Context: an optimization exercise on an open-source flow, tuned for small area and a short achievable clock period. The choices shown serve that exercise and are no tape-out recipe. The RTL was checked by simulation tests, not by an equivalence proof against the original design. Power is estimated from default activity; no workload was simulated.

==> wip/violet <==
Design rvPipe, start of the top module:
module rvPipe (
    input  logic        clk,
    input  logic        rstN,
    input  logic [31:0] imemData,
    output logic [31:0] imemAddr,
    output logic        wbValid,
    output logic [4:0]  wbRd,
    output logic [31:0] wbData
);
    localparam logic [1:0] clsOp    = 2'b00;
    localparam logic [1:0] clsOpImm = 2'b01;
    localparam logic [1:0] clsLui   = 2'b10;
    localparam logic [1:0] clsAuipc = 2'b11;
    logic [31:0] eX, eG;
    logic [3:0]  eShLo, eShMid;
    logic        eSh16;
    logic        eSub, eFill;
    logic        eSelAdd, eSelP, eSelG, eSelSr, eSelSl, eSelLt, eSelLtu;
    logic [4:0]  eRd;
    logic        eWr;
    logic [31:2] pc;
    assign imemAddr = {pc, 2'b00};
    always_ff @(posedge clk) begin
        if (!rstN) pc <= '0;
        else       pc <= pc + 30'd1;
    end
    logic       fKnown;
    logic [1:0] fCls;
    always_comb begin
        fKnown = 1'b1;
        fCls   = clsOp;
        case (imemData[6:0])
            7'b0110011: fCls = clsOp;
            7'b0010011: fCls = clsOpImm;
            7'b0110111: fCls = clsLui;
            7'b0010111: fCls = clsAuipc;
            default: begin
                fKnown = 1'b0;
                fCls   = 2'bxx;
            end
        endcase
    end
    logic [4:0] fRs1, fRs2;
    logic       fUse1, fUse2;
    assign fRs1  = imemData[19:15];
    assign fRs2  = imemData[24:20];
    assign fUse1 = !fCls[1];
    assign fUse2 = (fCls == clsOp);
    logic fByp1, fByp2;
    assign fByp1 = fUse1 && eWr && (eRd == fRs1);
    assign fByp2 = fUse2 && eWr && (eRd == fRs2);
    logic [31:1] fSel1, fSel2;
    always_comb begin
        for (int i = 1; i < 32; i++) begin
            fSel1[i] = fUse1 && !fByp1 && (fRs1 == 5'(i));
            fSel2[i] = fUse2 && !fByp2 && (fRs2 == 5'(i));
        end
    end
    logic        dWr;       
    logic [1:0]  dCls;
    logic [31:7] dIr;       
    logic [31:1] dSel1, dSel2;
    logic        dByp1, dByp2;
    logic [31:2] dPc;       
    always_ff @(posedge clk) begin
        if (!rstN) dWr <= 1'b0;
        else       dWr <= fKnown && (imemData[11:7] != 5'd0);
    end
    always_ff @(posedge clk) begin
        dCls  <= fCls;
        dIr   <= imemData[31:7];
        dPc   <= pc;
        dSel1 <= fSel1;
        dSel2 <= fSel2;
        dByp1 <= fByp1;
        dByp2 <= fByp2;
    end
    logic [4:0]  dRd;
  ...
==> flow/config.mk <==
export PLATFORM = sky130hd
export DESIGN_NAME = rvPipe
export DESIGN_NICKNAME = rvPipe
export VERILOG_FILES = /design/flow/design.v
export SDC_FILE = /design/flow/constraint.sdc
export NUM_CORES = 4
export LEC_CHECK = 0
export CAP_MARGIN = 20
export CELL_PAD_IN_SITES_DETAIL_PLACEMENT = 1
export CELL_PAD_IN_SITES_GLOBAL_PLACEMENT = 1
export CORE_MARGIN = 2
export CORE_UTILIZATION = 45
export PLACE_DENSITY = 0.55
export SETUP_SLACK_MARGIN = 3.4
export SLEW_MARGIN = 20
export TNS_END_PERCENT = 25
==> flow/constraint.sdc <==
create_clock -name core_clock -period 6.0 [get_ports {clk}]
set_input_delay 1.2000 -clock core_clock [delete_from_list [all_inputs] [get_ports {clk}]]
set_output_delay 1.2000 -clock core_clock [all_outputs]
set_load 0.01 [all_outputs]
standard.sh (not shown) runs the stock make flow with config.mk's settings and CLKGATE_MAP_FILE= SYNTH_SCRIPT=/design/flow/synth_recipe.tcl, a recipe that flattens the netlist after the stock synthesis.
==> flow/flow/run.sh <==
#!/bin/bash
# Standard ORFS layout (standard.sh) with three changes: ports are buffered
# with buf_2, which the resizer may upsize, instead of the delay-cell default;
# the clock tree gets no dummy balancing loads; and its sink clusters are
# larger, for fewer leaf buffers. The make output goes to flow_make.log.
set -euo pipefail
export BUFFER_PORTS_ARGS="-buffer_cell sky130_fd_sc_hd__buf_2"
export CTS_ARGS="-sink_clustering_enable -repair_clock_nets -dont_use_dummy_load -sink_clustering_size 20 -sink_clustering_max_diameter 100"
bash standard.sh finish > flow_make.log 2>&1
==> inputs of wip/pepper, as changes to wip/violet <==
--- a/flow/design.v
+++ b/flow/design.v
@@ -202,13 +202,13 @@
             7'b0110011: fCls = clsOp;
             7'b0010011: fCls = clsOpImm;
             7'b0110111: fCls = clsLui;
             7'b0010111: fCls = clsAuipc;
             default: begin
                 fKnown = 1'b0;
-                fCls   = 2'bxx;
+                fCls   = clsOp;   
             end
         endcase
     end
     logic [4:0] fRs1, fRs2;
     logic       fUse1, fUse2;
     assign fRs1  = imemData[19:15];
==> flow/flow/run.sh (replaced) <==
#!/bin/bash
# Standard ORFS layout (standard.sh) with three changes: ports are buffered
# with buf_2, which the resizer may upsize, instead of the delay-cell default;
# the clock tree gets no dummy balancing loads; and its sink clusters are
# larger, for fewer leaf buffers. The make output goes to flow_make.log.
set -euo pipefail
export BUFFER_PORTS_ARGS="-buffer_cell sky130_fd_sc_hd__buf_2"
export CTS_ARGS="-sink_clustering_enable -repair_clock_nets -dont_use_dummy_load -sink_clustering_size 24 -sink_clustering_max_diameter 100"
bash standard.sh finish > flow_make.log 2>&1
- CAP_MARGIN: 20 -> 15
- SLEW_MARGIN: 20 -> 15
==> inputs of wip/nickel, as changes to wip/violet <==
--- a/flow/design.v
+++ b/flow/design.v
@@ -202,13 +202,13 @@
             7'b0110011: fCls = clsOp;
             7'b0010011: fCls = clsOpImm;
             7'b0110111: fCls = clsLui;
             7'b0010111: fCls = clsAuipc;
             default: begin
                 fKnown = 1'b0;
-                fCls   = 2'bxx;
+                fCls   = clsOp;   
             end
         endcase
     end
     logic [4:0] fRs1, fRs2;
     logic       fUse1, fUse2;
     assign fRs1  = imemData[19:15];
- CAP_MARGIN: 20 -> 10
- SETUP_SLACK_MARGIN: 3.4 -> 3.3
- SLEW_MARGIN: 20 -> 10
==> inputs of wip/harbor, as changes to wip/violet <==
--- a/flow/design.v
+++ b/flow/design.v
@@ -202,13 +202,13 @@
             7'b0110011: fCls = clsOp;
             7'b0010011: fCls = clsOpImm;
             7'b0110111: fCls = clsLui;
             7'b0010111: fCls = clsAuipc;
             default: begin
                 fKnown = 1'b0;
-                fCls   = 2'bxx;
+                fCls   = clsOp;   
             end
         endcase
     end
     logic [4:0] fRs1, fRs2;
     logic       fUse1, fUse2;
     assign fRs1  = imemData[19:15];
- CAP_MARGIN: 20 -> 10
- SLEW_MARGIN: 20 -> 10
==> notes <==
wip/nickel finished with timing, DRC and antenna clean. wip/harbor finished clean. wip/violet ran to the end with no violations. wip/pepper ran to the end with no violations.
In synthesized cell count, wip/harbor and wip/nickel do not differ.
Combinational power is about the same in wip/harbor and wip/violet.
Clock-buffer cell count is the same in wip/nickel and wip/harbor.
In wip/pepper the first-iteration DRC count is higher than in wip/violet, by 2.3%.
Sequential cell count is the same in wip/violet and wip/pepper.
Hold slack: wip/violet > wip/nickel > wip/pepper > wip/harbor.
Worst setup slack: wip/violet > wip/pepper > wip/harbor > wip/nickel.
Critical path depth: wip/violet is higher than wip/pepper (3).
Sequential share of layout area, lowest first: wip/violet, wip/pepper, wip/harbor, wip/nickel.
The highest utilization belongs to wip/violet, the lowest to wip/nickel.
==> figures <==
Sum of met3 wire segment lengths after detailed routing: wip/harbor 52.74 mm; wip/violet 54.05 mm; wip/pepper 54.31 mm; wip/nickel 53.15 mm
Largest net degree at the start of global routing: wip/harbor 43; wip/violet 43; wip/pepper 43; wip/nickel 38
Critical path startpoint: wip/harbor dSel2[2]$_DFF_P_; wip/violet dSel2[2]$_DFF_P_; wip/pepper dSel2[4]$_DFF_P_; wip/nickel dSel1[20]$_DFF_P_
Fraction of area in multi-input gates: wip/harbor 0.2843; wip/violet 0.2842; wip/pepper 0.2854; wip/nickel 0.2874
Fraction of final layout cells sized beyond drive strength 1: wip/harbor 0.1968; wip/violet 0.2098; wip/pepper 0.2098; wip/nickel 0.1867
Clock network share of area: wip/harbor 0.03034; wip/violet 0.03014; wip/pepper 0.02633; wip/nickel 0.03058
Outcome: wip/harbor finished clean; wip/violet finished clean; wip/pepper finished clean; wip/nickel finished clean
Largest vdd supply drop: wip/harbor 0.2602 mV; wip/violet 0.2678 mV; wip/pepper 0.2850 mV; wip/nickel 0.2479 mV
Post-Layout Inst Area: wip/harbor 0.06350 mm²; wip/violet 0.06392 mm²; wip/pepper 0.06367 mm²; wip/nickel 0.06301 mm²
Post-detailed-placement half-perimeter wirelength: wip/harbor 179.0 mm; wip/violet 179.0 mm; wip/pepper 179.1 mm; wip/nickel 182.3 mm
Clkbuf count: wip/harbor 77; wip/violet 77; wip/pepper 67; wip/nickel 77
CTS-repair resized insts: wip/harbor 234; wip/violet 254; wip/pepper 255; wip/nickel 219
Routed wire length: wip/harbor 313.5 mm; wip/violet 315.6 mm; wip/pepper 315.9 mm; wip/nickel 313.7 mm
Post-route met1 wirelength: wip/harbor 106.8 mm; wip/violet 107.7 mm; wip/pepper 106.9 mm; wip/nickel 106.6 mm
Cell Area, Placed: wip/harbor 0.05809 mm²; wip/violet 0.05809 mm²; wip/pepper 0.05811 mm²; wip/nickel 0.05801 mm²
Sequential group share of total power: wip/harbor 0.573; wip/violet 0.572; wip/pepper 0.583; wip/nickel 0.581
Bufs w/o clock: wip/harbor 464; wip/violet 500; wip/pepper 499; wip/nickel 419
Total combinational power: wip/harbor 3.27 mW; wip/violet 3.28 mW; wip/pepper 3.28 mW; wip/nickel 3.03 mW
Setup WS post-layout: wip/harbor 3.214 ns; wip/violet 3.285 ns; wip/pepper 3.239 ns; wip/nickel 3.169 ns
Vias in the first global route: wip/harbor 46163; wip/violet 46230; wip/pepper 46351; wip/nickel 46705
Number of multi-input logic gates: wip/harbor 2433; wip/violet 2433; wip/pepper 2434; wip/nickel 2433
Post-layout utilization of the core: wip/harbor 0.5217; wip/violet 0.5252; wip/pepper 0.5231; wip/nickel 0.5176

-- static timing again, ports no longer ideal --
In the flow no input, the clock included, has a driving cell. The finished layouts below were timed again as built, in two steps.
Step 1: set_driving_cell puts a clkbuf_16 on clk and a buf_2 on each other input, an assumption about the parent block.
Step 2 moves the port delays by t, midway between the first and last clock arrival at a register: inputs arrive t later, outputs are due t later. That takes back most of the time a late clock gives input paths.
Three values: ideal, step 1, step 2; two values: the first two.
| run | t, ns | slack for setup (ns) | worst hold slack (ns) | clock arrival spread, ns | worst slew at a driven data input, ns |
|---|---|---|---|---|---|
| wip/violet | 0.787 | 3.285 / 3.221 / 2.884 | 0.333 / 0.333 / 0.333 | 0.074 / 0.074 | 0.03 |
| wip/pepper | 0.767 | 3.239 / 3.239 / 2.837 | 0.332 / 0.332 / 0.332 | 0.095 / 0.095 | 0.04 |
| wip/nickel | 0.772 | 3.169 / 3.169 / 2.783 | 0.332 / 0.332 / 0.332 | 0.076 / 0.077 | 0.04 |
| wip/harbor | 0.771 | 3.214 / 3.214 / 2.839 | 0.331 / 0.331 / 0.331 | 0.087 / 0.087 | 0.03 |
After both steps setup and hold are still met in every run listed. The setup slack of wip/pepper, which loses most, moves by 0.000 ns with the drivers and by -0.402 ns with both steps.
